This is an optimization exercise on Yosys and OpenROAD, whose aim is small area and a short achievable clock period, not a production implementation.
The RTL was checked by simulation tests, not by an equivalence proof against the original design.
Power and IR drop assume default switching activity.

## rev 12
Design melody_player, start of the top module:
module melody_player #(
    parameter int  NOTES    = 32,
    parameter int  HP_W     = 20,
    parameter int  DUR_W    = 16,
    parameter int  TICK_DIV = 16,
    parameter int  GAP_W    = 16,
    localparam int AW       = $clog2(NOTES)
) (
    input  logic             clk,
    input  logic             rst_n,
    input  logic             enable,
    input  logic             mode_loop,
    input  logic             octave_down,
    input  logic [AW:0]      seq_len,
    input  logic [GAP_W-1:0] gap_ticks,
    input  logic             wr_en,
    input  logic [AW-1:0]    wr_addr,
    input  logic [HP_W-1:0]  wr_half,
    input  logic [DUR_W-1:0] wr_dur,
    output logic             tone,
    output logic             busy,
    output logic [AW-1:0]    step,
    output logic             done
);
    localparam int PW = $clog2(TICK_DIV);
    localparam int MW = HP_W + DUR_W;
    localparam int RL = 15;
    logic [HP_W-1:0] hm_in;
    always_comb begin
        for (int i = 0; i < HP_W; i++)
            hm_in[i] = wr_half[i] ^ ~(|(wr_half & HP_W'((1 << i) - 1)));
    end
    logic [MW-1:0] wd;
    assign wd = {hm_in, wr_dur};
    logic [MW-1:0] mem0, mem16;
    always_ff @(posedge clk) begin
        if (wr_en && wr_addr == 5'd0)  mem0  <= wd;
        if (wr_en && wr_addr == 5'd16) mem16 <= wd;
    end
    logic [RL-1:0][MW-1:0] ra;
    logic [RL-1:0][MW-1:0] rb;
  ...
clock: 6.0 ns
lec_check: 0
cap_margin: 20
core_margin: 2
core_utilization: 60
cts_cluster_diameter: 80
cts_cluster_size: 24
setup_slack_margin: 3.5
slew_margin: 20
synth_hierarchical: 1
synth_minimum_keep_size: 0
standard.sh (not shown) runs the stock make flow with config.mk's settings and CLKGATE_MAP_FILE= SYNTH_SCRIPT=/design/flow/synth_recipe.tcl, a recipe that flattens the netlist after the stock synthesis.
==> flow/flow/run.sh <==
#!/bin/bash
# Layout flow: the standard ORFS flow (standard.sh) with two changes:
#  - buffer_ports makes the port buffers of plain buffers (buf_2) rather than
#    the delay cells it picks by default;
#  - half and full adder cells are not used, so synthesis leaves adders as
#    plain gates for abc (as ORFS does when those cells are on DONT_USE_CELLS).
# The make output goes to flow_standard.log; ORFS's own logs are under orfs/logs.
set -euo pipefail
export BUFFER_PORTS_ARGS="-buffer_cell sky130_fd_sc_hd__buf_2"
export DONT_USE_CELLS="sky130_fd_sc_hd__ha_1 sky130_fd_sc_hd__ha_2 sky130_fd_sc_hd__ha_4 sky130_fd_sc_hd__fa_1 sky130_fd_sc_hd__fa_2 sky130_fd_sc_hd__fa_4"
bash standard.sh > flow_standard.log 2>&1
Rev 12 ended with every stage complete and zero timing, DRC or antenna violations.
Inputs modified between rev 12 and rev 13:
- changing CORE_UTILIZATION from 60 to 40
Findings:
- In rev 13, the internal power consumption came out about 0.5% above the value in rev 12.
- Higher initial core utilization among rev 13 and rev 12: rev 12
- Count of clock-net buffers in the final layout grows by a few percent when moving from rev 12 to rev 13.

melody_player, a different RTL version from the one above (not shown whole).
For scale: about 77 I/O pins, ~0.043 mm2 of cells after synthesis.
==> flow/config.mk <==
export PLATFORM = sky130hd
export DESIGN_NAME = melody_player
export DESIGN_NICKNAME = melody_player
export VERILOG_FILES = /design/flow/design.v
export SDC_FILE = /design/flow/constraint.sdc
export NUM_CORES = 4
export LEC_CHECK = 0
export CAP_MARGIN = 20
export CORE_MARGIN = 2
export CORE_UTILIZATION = 40
export CTS_CLUSTER_DIAMETER = 80
export CTS_CLUSTER_SIZE = 24
export SETUP_SLACK_MARGIN = 3.2
export SLEW_MARGIN = 20
export SYNTH_HIERARCHICAL = 1
export SYNTH_MINIMUM_KEEP_SIZE = 0
==> flow/constraint.sdc <==
create_clock -name core_clock -period 6.0 [get_ports {clk}]
set_input_delay 1.2000 -clock core_clock [delete_from_list [all_inputs] [get_ports {clk}]]
set_output_delay 1.2000 -clock core_clock [all_outputs]
set_load 0.01 [all_outputs]
==> flow/flow/run.sh <==
#!/bin/bash
# Layout flow: the standard ORFS flow (standard.sh) with two changes:
#  - buffer_ports makes the port buffers of plain buffers (buf_2) rather than
#    the delay cells it picks by default;
#  - the half and full adder cells join the platform's DONT_USE_CELLS, so
#    synthesis leaves adders as plain gates for abc (ORFS's own behaviour when
#    those cells are on the list) and no later step places them.
# The make output goes to flow_standard.log; ORFS's own logs are under orfs/logs.
set -euo pipefail
export BUFFER_PORTS_ARGS="-buffer_cell sky130_fd_sc_hd__buf_2"
PLATFORM_DONT_USE="sky130_fd_sc_hd__probe_p_8 sky130_fd_sc_hd__probec_p_8 sky130_fd_sc_hd__lpflow_bleeder_1 sky130_fd_sc_hd__lpflow_clkbufkapwr_1 sky130_fd_sc_hd__lpflow_clkbufkapwr_16 sky130_fd_sc_hd__lpflow_clkbufkapwr_2 sky130_fd_sc_hd__lpflow_clkbufkapwr_4 sky130_fd_sc_hd__lpflow_clkbufkapwr_8 sky130_fd_sc_hd__lpflow_clkinvkapwr_1 sky130_fd_sc_hd__lpflow_clkinvkapwr_16 sky130_fd_sc_hd__lpflow_clkinvkapwr_2 sky130_fd_sc_hd__lpflow_clkinvkapwr_4 sky130_fd_sc_hd__lpflow_clkinvkapwr_8 sky130_fd_sc_hd__lpflow_decapkapwr_12 sky130_fd_sc_hd__lpflow_decapkapwr_3 sky130_fd_sc_hd__lpflow_decapkapwr_4 sky130_fd_sc_hd__lpflow_decapkapwr_6 sky130_fd_sc_hd__lpflow_decapkapwr_8 sky130_fd_sc_hd__lpflow_inputiso0n_1 sky130_fd_sc_hd__lpflow_inputiso0p_1 sky130_fd_sc_hd__lpflow_inputiso1n_1 sky130_fd_sc_hd__lpflow_inputiso1p_1 sky130_fd_sc_hd__lpflow_inputisolatch_1 sky130_fd_sc_hd__lpflow_isobufsrc_1 sky130_fd_sc_hd__lpflow_isobufsrc_16 sky130_fd_sc_hd__lpflow_isobufsrc_2 sky130_fd_sc_hd__lpflow_isobufsrc_4 sky130_fd_sc_hd__lpflow_isobufsrc_8 sky130_fd_sc_hd__lpflow_isobufsrckapwr_16 sky130_fd_sc_hd__lpflow_lsbuf_lh_hl_isowell_tap_1 sky130_fd_sc_hd__lpflow_lsbuf_lh_hl_isowell_tap_2 sky130_fd_sc_hd__lpflow_lsbuf_lh_hl_isowell_tap_4 sky130_fd_sc_hd__lpflow_lsbuf_lh_isowell_4 sky130_fd_sc_hd__lpflow_lsbuf_lh_isowell_tap_1 sky130_fd_sc_hd__lpflow_lsbuf_lh_isowell_tap_2 sky130_fd_sc_hd__lpflow_lsbuf_lh_isowell_tap_4"
ADDERS="sky130_fd_sc_hd__ha_1 sky130_fd_sc_hd__ha_2 sky130_fd_sc_hd__ha_4 sky130_fd_sc_hd__fa_1 sky130_fd_sc_hd__fa_2 sky130_fd_sc_hd__fa_4"
bash standard.sh "DONT_USE_CELLS=$PLATFORM_DONT_USE $ADDERS" finish > flow_standard.log 2>&1
Edit:
Settings changed: SETUP_SLACK_MARGIN 3.2 to 3.5.
Outcome: Non-clock buffer count climbs by 10. Worst hold slack improves by 0.0090 ns. Routed wire length went up by 3.0%. Cell count is about the same. Setup slack gets better by 0.11 ns. Power climbs by 1.1%. First-iteration DRC count falls by 8.1%. Clock skew goes up by 0.0071 ns. Core utilization rose by 0.63 points. Count of clock-buffer cells in the layout rose by 2. Combinational power went up by about 2%.

==> static timing again, ports no longer ideal <==
Ports are ideal in the flow. The routed layouts listed here were re-timed in OpenROAD. Step 1, drivers: a clkbuf_16 drives clk and a buf_2 each remaining input, both assumed. Step 2 moves the port delays by t, midway between the first and last clock arrival at a register: inputs arrive t later, outputs are due t later. That takes back most of the time a late clock gives input paths. a / b / c = ideal ports / drivers / drivers and shift; a / b = the first two.
| run | t, ns | setup WS [ns] | worst hold slack (ns) |
|---|---|---|---|
| rev 12 | 0.700 | 3.010 / 3.059 / 2.360 | 0.402 / 0.402 / 0.402 |
| rev 13 | 0.715 | 3.070 / 3.092 / 2.377 | 0.389 / 0.389 / 0.389 |
| the first run of note 2 | 0.714 | 3.289 / 3.289 / 2.620 | 0.394 / 0.394 / 0.394 |
| the second run of note 2 | 0.711 | 3.401 / 3.429 / 2.718 | 0.403 / 0.403 / 0.403 |
After both steps every run listed still meets setup and hold. The setup slack of rev 13, which loses most, moves by +0.022 ns with the drivers and by -0.693 ns with both steps.
